Context: an optimization exercise on an open-source flow, tuned for small area. The choices shown serve that exercise and are no tape-out recipe. Function was checked by simulation only, so behaviour that the tests miss may differ from the original. Power and IR drop assume default switching activity.

Setup of yarrow:
## programmable_pulse_generator
module programmable_pulse_generator #(
    parameter int NUM_CH = 4,
    parameter int CNT_W  = pulse_gen_pkg::DEFAULT_CNT_W
) (
    input  logic              clk,
    input  logic              rst,
    input  logic [NUM_CH-1:0] start,
    input  logic [NUM_CH-1:0] stop,
    input  logic [1:0]        mode,
    input  logic [CNT_W-1:0]  delay_cfg,
    input  logic [CNT_W-1:0]  width_cfg,
    input  logic [CNT_W-1:0]  period_cfg,
    input  logic [CNT_W-1:0]  count_cfg,
    output logic [NUM_CH-1:0] pulse,
    output logic [NUM_CH-1:0] busy,
    output logic [NUM_CH-1:0] done
);
    logic             gated, per_le1;
    logic [CNT_W-1:0] wcl, lm1, load_cnt, load_pl;
    logic [CNT_W:0]   lc;
    assign gated   = (mode == pulse_gen_pkg::MODE_GATED);
    assign per_le1 = (period_cfg[CNT_W-1:1] == '0);
    assign wcl = {width_cfg[CNT_W-1:1], width_cfg[0] | (width_cfg == '0)};
    logic [CNT_W-1:0] pg, pp, gg, gp;
    assign pg = period_cfg & ~wcl;
    assign pp = period_cfg ^ ~wcl;
    always_comb begin
        gg = pg;
        gp = pp;
        for (int d = 1; d < CNT_W; d = d * 2)
            for (int i = 2 * d - 1; i < CNT_W; i = i + 2 * d) begin
                gg[i] = gg[i] | (gp[i] & gg[i-d]);
                gp[i] = gp[i] & gp[i-d];
            end
        for (int d = CNT_W / 4; d >= 1; d = d / 2)
            for (int i = 3 * d - 1; i < CNT_W; i = i + 2 * d) begin
                gg[i] = gg[i] | (gp[i] & gg[i-d]);
                gp[i] = gp[i] & gp[i-d];
            end
    end
    assign lc = {gg[CNT_W-1], pp ^ {gg[CNT_W-2:0], 1'b0}};
    assign lm1 = lc[CNT_W] ? lc[CNT_W-1:0] : '0;
  ...
Settings: LEC_CHECK=0, CAP_MARGIN=20, CORE_MARGIN=2, CORE_UTILIZATION=40, CTS_BUF_LIST=sky130_fd_sc_hd__clkbuf_16, CTS_CLUSTER_DIAMETER=80, CTS_CLUSTER_SIZE=25, SLEW_MARGIN=20; clock period 5.5 ns.
standard.sh (not shown) runs the stock make flow with config.mk's settings and CLKGATE_MAP_FILE= SYNTH_SCRIPT=/design/flow/synth_recipe.tcl, a recipe that flattens the netlist after the stock synthesis.
==> flow/flow/run.sh <==
#!/bin/bash
# Standard layout (standard.sh) with two changes:
#  - synthesis maps logic with an area-oriented ABC script (flow/abc_area.script);
#    registers and their names are untouched, ABC only maps combinational logic;
#  - every input and output port gets the smallest buffer (buf_1);
#  - CTS (same settings as config.mk) inserts no dummy loads.
set -euo pipefail
rm -rf scripts_custom
cp -r "$FLOW_HOME/scripts" scripts_custom
cp flow/abc_area.script scripts_custom/abc_speed.script
export SCRIPTS_DIR="$PWD/scripts_custom"
export BUFFER_PORTS_ARGS="-buffer_cell sky130_fd_sc_hd__buf_1"
export CTS_ARGS="-sink_clustering_enable -repair_clock_nets -sink_clustering_size 25 -sink_clustering_max_diameter 80 -buf_list sky130_fd_sc_hd__clkbuf_16 -dont_use_dummy_load"
bash standard.sh > standard_flow.log 2>&1
==> flow/flow/abc_area.script <==
&get -n
&st
&dch
&nf -R 1000
&st
&dch
&nf -R 1000
&put
topo
stime -c
The flow did not stop early for yarrow: all stages ran, and the layout cleared the timing, design-rule and antenna checks.
Input-level comparison between ember and yarrow:
Settings: changing CTS_CLUSTER_DIAMETER from 80 to 60; setting PLACE_DENSITY to 0.8 for the first time; changing CTS_BUF_LIST from sky130_fd_sc_hd__clkbuf_16 to sky130_fd_sc_hd__clkbuf_8; changing CTS_CLUSTER_SIZE from 25 to 16.
==> flow/flow/run.sh <==
#!/bin/bash
# Standard layout (standard.sh) with these changes:
#  - synthesis maps logic with an area-oriented ABC script (flow/abc_area.script)
#    and leaves adders to ABC (no adder cell extraction); registers and their
#    names are untouched, only combinational logic is mapped differently;
#  - every input and output port gets the smallest buffer (buf_1);
#  - CTS (same settings as config.mk) inserts no dummy loads.
set -euo pipefail
rm -rf scripts_custom
cp -r "$FLOW_HOME/scripts" scripts_custom
cp flow/abc_area.script scripts_custom/abc_speed.script
export SCRIPTS_DIR="$PWD/scripts_custom"
export ADDER_MAP_FILE=
export BUFFER_PORTS_ARGS="-buffer_cell sky130_fd_sc_hd__buf_1"
export CTS_ARGS="-sink_clustering_enable -repair_clock_nets -sink_clustering_size 16 -sink_clustering_max_diameter 60 -buf_list sky130_fd_sc_hd__clkbuf_8 -dont_use_dummy_load"
bash standard.sh > standard_flow.log 2>&1
==> comparison <==
- Worst ir drop on vdd for ember is lower than for yarrow.
- Against yarrow, ember reports a finished layout cell area that is lower.
- Compared with yarrow, ember shows a higher number of placed cells counting well taps.
### ember -> delta
Settings: PLACE_DENSITY removed (was 0.8); CTS_CLUSTER_SIZE changed from 16 to 25; CTS_BUF_LIST changed from sky130_fd_sc_hd__clkbuf_8 to sky130_fd_sc_hd__clkbuf_16; CTS_CLUSTER_DIAMETER changed from 60 to 80.
==> flow/flow/run.sh <==
#!/bin/bash
# Standard layout (standard.sh) with two changes:
#  - synthesis maps logic with an area-oriented ABC script (flow/abc_area.script);
#    registers and their names are untouched, ABC only maps combinational logic;
#  - every input and output port gets the smallest buffer (buf_1).
set -euo pipefail
rm -rf scripts_custom
cp -r "$FLOW_HOME/scripts" scripts_custom
cp flow/abc_area.script scripts_custom/abc_speed.script
export SCRIPTS_DIR="$PWD/scripts_custom"
export BUFFER_PORTS_ARGS="-buffer_cell sky130_fd_sc_hd__buf_1"
bash standard.sh > standard_flow.log 2>&1
## What came out
- Against ember, worst-case setup margin in the final layout in delta came out worse.
- Relative to ember, the number of global-route vias before repair measured on delta has decreased by more than 10%.
- The first element of the critical path comes out width_cfg[5] in one run and width_cfg[4] in the other, namely in ember and delta respectively.
- Compared with ember, delta shows power density normalized to cell area higher by 6.2 nW/µm².
- Routed wire in delta totals less than in ember.
- Relative to ember, number of cells on the worst reg-to-reg path has gone up in delta.
- delta vs ember on met1 track demand over resource in global routing: delta is the lower one.
- [delta vs ember] DRC marker count from the first detailed-route iteration: lower in delta
- Of ember and delta, the lower combinational share of power belongs to delta.
- delta against ember: final cell count without fillers shrank by 10%, global-route wire length before repair went down 7.8%.

---

## build 54
Starting RTL as in the previous note.
==> flow/config.mk <==
export PLATFORM = sky130hd
export DESIGN_NAME = programmable_pulse_generator
export DESIGN_NICKNAME = programmable_pulse_generator
export VERILOG_FILES = /design/flow/design.v
export SDC_FILE = /design/flow/constraint.sdc
export NUM_CORES = 4
export LEC_CHECK = 0
export CAP_MARGIN = 20
export CORE_MARGIN = 2
export CORE_UTILIZATION = 40
export CTS_BUF_LIST = sky130_fd_sc_hd__clkbuf_16
export CTS_CLUSTER_DIAMETER = 80
export CTS_CLUSTER_SIZE = 25
export SLEW_MARGIN = 20
==> flow/constraint.sdc <==
create_clock -name core_clock -period 5.5 [get_ports {clk}]
set_input_delay 1.1000 -clock core_clock [delete_from_list [all_inputs] [get_ports {clk}]]
set_output_delay 1.1000 -clock core_clock [all_outputs]
set_load 0.01 [all_outputs]
==> flow/flow/run.sh <==
#!/bin/bash
# Standard layout (standard.sh) with these changes:
#  - synthesis maps logic with an area-oriented ABC script (flow/abc_area.script)
#    and leaves adders to ABC (no adder cell extraction); registers and their
#    names are untouched, only combinational logic is mapped differently;
#  - every input and output port gets the smallest buffer (buf_1);
#  - CTS (same settings as config.mk) inserts no dummy loads.
set -euo pipefail
rm -rf scripts_custom
cp -r "$FLOW_HOME/scripts" scripts_custom
cp flow/abc_area.script scripts_custom/abc_speed.script
export SCRIPTS_DIR="$PWD/scripts_custom"
export ADDER_MAP_FILE=
export BUFFER_PORTS_ARGS="-buffer_cell sky130_fd_sc_hd__buf_1"
export CTS_ARGS="-sink_clustering_enable -repair_clock_nets -sink_clustering_size 25 -sink_clustering_max_diameter 80 -buf_list sky130_fd_sc_hd__clkbuf_16 -dont_use_dummy_load"
bash standard.sh > standard_flow.log 2>&1
Scripts as last shown in full above: flow/flow/abc_area.script
Build 54 did not stop at any stage, and its layout met the timing, design-rule and antenna checks.
diff inputs: build 54 => build 19
==> flow/flow/run.sh <==
#!/bin/bash
# Standard layout (standard.sh) with two changes:
#  - synthesis maps logic with an area-oriented ABC script (flow/abc_area.script);
#    registers and their names are untouched, ABC only maps combinational logic;
#  - every input and output port gets the smallest buffer (buf_1).
set -euo pipefail
rm -rf scripts_custom
cp -r "$FLOW_HOME/scripts" scripts_custom
cp flow/abc_area.script scripts_custom/abc_speed.script
export SCRIPTS_DIR="$PWD/scripts_custom"
export BUFFER_PORTS_ARGS="-buffer_cell sky130_fd_sc_hd__buf_1"
bash standard.sh > standard_flow.log 2>&1
==> flow/flow/abc_area.script <==
&get -n
&st
&dch
&nf -R 1000
&st
&dch
&nf -R 1000
&put
buffer -c
topo
stime -c
upsize -c
dnsize -c
### Flow results
In the metrics for build 19 and build 54, the one carrying the higher footprint of the multi-input gates is build 19. Build 19 vs build 54, number of buffers and inverters on the critical path went down by 1. Of build 19 and build 54, it is build 19 that has the higher cell count of the worst reg-to-reg path. In the flow results for build 19 and build 54, the via count is smaller on build 19. Core area, build 19 and build 54, lower one = build 54. The higher final core utilization of build 19 and build 54 is in build 54. Instance area at placement: build 19 and build 54 compared, lower one is build 54.
Modified inputs, build 68 compared to build 19
==> flow/flow/run.sh <==
#!/bin/bash
# Standard layout (standard.sh) with these changes:
#  - synthesis maps logic with an area-oriented ABC script (flow/abc_area.script)
#    and leaves adders to ABC (no adder cell extraction); registers and their
#    names are untouched, only combinational logic is mapped differently;
#  - every input and output port gets the smallest buffer (buf_1);
#  - CTS (same settings as config.mk) inserts no dummy loads.
set -euo pipefail
rm -rf scripts_custom
cp -r "$FLOW_HOME/scripts" scripts_custom
cp flow/abc_area.script scripts_custom/abc_speed.script
export SCRIPTS_DIR="$PWD/scripts_custom"
export ADDER_MAP_FILE=
export BUFFER_PORTS_ARGS="-buffer_cell sky130_fd_sc_hd__buf_1"
export CTS_ARGS="-sink_clustering_enable -repair_clock_nets -sink_clustering_size 25 -sink_clustering_max_diameter 80 -buf_list sky130_fd_sc_hd__clkbuf_16 -dont_use_dummy_load"
bash standard.sh > standard_flow.log 2>&1
==> flow/flow/abc_area.script <==
&get -n
&st
&dch
&nf -R 1000
&st
&dch
&nf -R 1000
&put
topo
stime -c
--- a/flow/config.mk
+++ b/flow/config.mk
@@ -12,3 +12,4 @@
 export CTS_CLUSTER_DIAMETER = 80
 export CTS_CLUSTER_SIZE = 25
+export PLACE_DENSITY = 0.8
 export SLEW_MARGIN = 20
## What came out
- Build 68 has register-to-register slack above what build 19 had.
- In summary, build 68 completed successfully, with a layout that passed the timing, design-rule and antenna checks.
- Build 68 vs. build 19: maximum frequency has increased, routed via count has increased, number of placement rows has decreased, synthesis-to-layout area growth has increased, sum of internal, switching and leakage power has decreased.
- Launching instance or port of the critical path: width_cfg[4] -> build 19, width_cfg[5] -> build 68
- Re number of global-route vias before repair: build 19 was lower than build 68.
The following lists how build 16 was set up differently from build 68:
==> flow/flow/run.sh <==
#!/bin/bash
# Standard layout (standard.sh) with three changes:
#  - synthesis maps logic with an area-oriented ABC script (flow/abc_area.script);
#    registers and their names are untouched, ABC only maps combinational logic;
#  - every input and output port gets the smallest buffer (buf_1);
#  - CTS (same settings as config.mk) inserts no dummy loads.
set -euo pipefail
rm -rf scripts_custom
cp -r "$FLOW_HOME/scripts" scripts_custom
cp flow/abc_area.script scripts_custom/abc_speed.script
export SCRIPTS_DIR="$PWD/scripts_custom"
export BUFFER_PORTS_ARGS="-buffer_cell sky130_fd_sc_hd__buf_1"
export CTS_ARGS="-sink_clustering_enable -repair_clock_nets -sink_clustering_size 25 -sink_clustering_max_diameter 80 -buf_list sky130_fd_sc_hd__clkbuf_16 -dont_use_dummy_load"
bash standard.sh > standard_flow.log 2>&1
--- a/flow/config.mk
+++ b/flow/config.mk
@@ -12,4 +12,3 @@
 export CTS_CLUSTER_DIAMETER = 80
 export CTS_CLUSTER_SIZE = 25
-export PLACE_DENSITY = 0.8
 export SLEW_MARGIN = 20
==> comparison <==
- Build 16 went all the way through the flow, and no timing, DRC or antenna check failed.
- Number of filler instances in the final layout (build 16 over build 68): decrease, 62
- Compared with build 68, build 16 shows maximum single-stage delay on the critical path lower by 250 ps.
- Going from build 68 to build 16, the worst setup slack before clock tree synthesis was found to have gone down by 340 ps.
- Compared with build 68, in build 16 hold slack now sits higher, net count after synthesis now sits lower, worst setup slack now sits lower.
- The detailed placer's ending HPWL in build 68 is 1.05 times that in build 16.
- When build 16 is measured against build 68, its global-route usage over all layers turns out 1.4 points lower.
- Diff build 68..build 16 | share of synthesized area spent on multiplexers | negligible
- Build 16 against build 68: non-clock buffer count increased by 4.6% relative to the old numbers; horizontal extent of the die closely matched the old numbers.

==> separate check: timing with driven ports <==
The results above use ideal ports. As a check the final layouts listed here were re-extracted and re-timed, cells and wires unchanged.
Step 1 assumes that a clkbuf_16 drives the clock port and a buf_2 every other input.
Step 2 moves the port delays by t, midway between the first and last clock arrival at a register: inputs arrive t later, outputs are due t later. That takes back most of the time a late clock gives input paths.
Three values: no drivers, after step 1, after step 2; two values: the first two.
run	t (ns)	setup slack, ns	clock arrival spread, ns	slew at the worst register clock pin (ns)	worst slew at a driven data input, ns
yarrow	0.526	0.802 / 0.822 / 0.297	0.034 / 0.035	0.10 / 0.10	0.06
ember	0.576	1.042 / 1.063 / 0.488	0.043 / 0.043	0.11 / 0.11	0.06
delta	0.539	0.820 / 0.842 / 0.303	0.024 / 0.024	0.11 / 0.11	0.06
build 54	0.535	1.137 / 1.167 / 0.632	0.060 / 0.060	0.10 / 0.10	0.06
build 19	0.542	0.621 / 0.610 / 0.068	0.025 / 0.025	0.10 / 0.10	0.08
build 68	0.526	0.987 / 1.016 / 0.490	0.019 / 0.020	0.10 / 0.10	0.05
build 16	0.526	0.802 / 0.822 / 0.297	0.034 / 0.035	0.10 / 0.10	0.06
After both steps every run listed still meets setup and hold. For ember, which loses most, drivers alone change the setup slack by +0.021 ns; drivers and shift together by -0.554 ns.
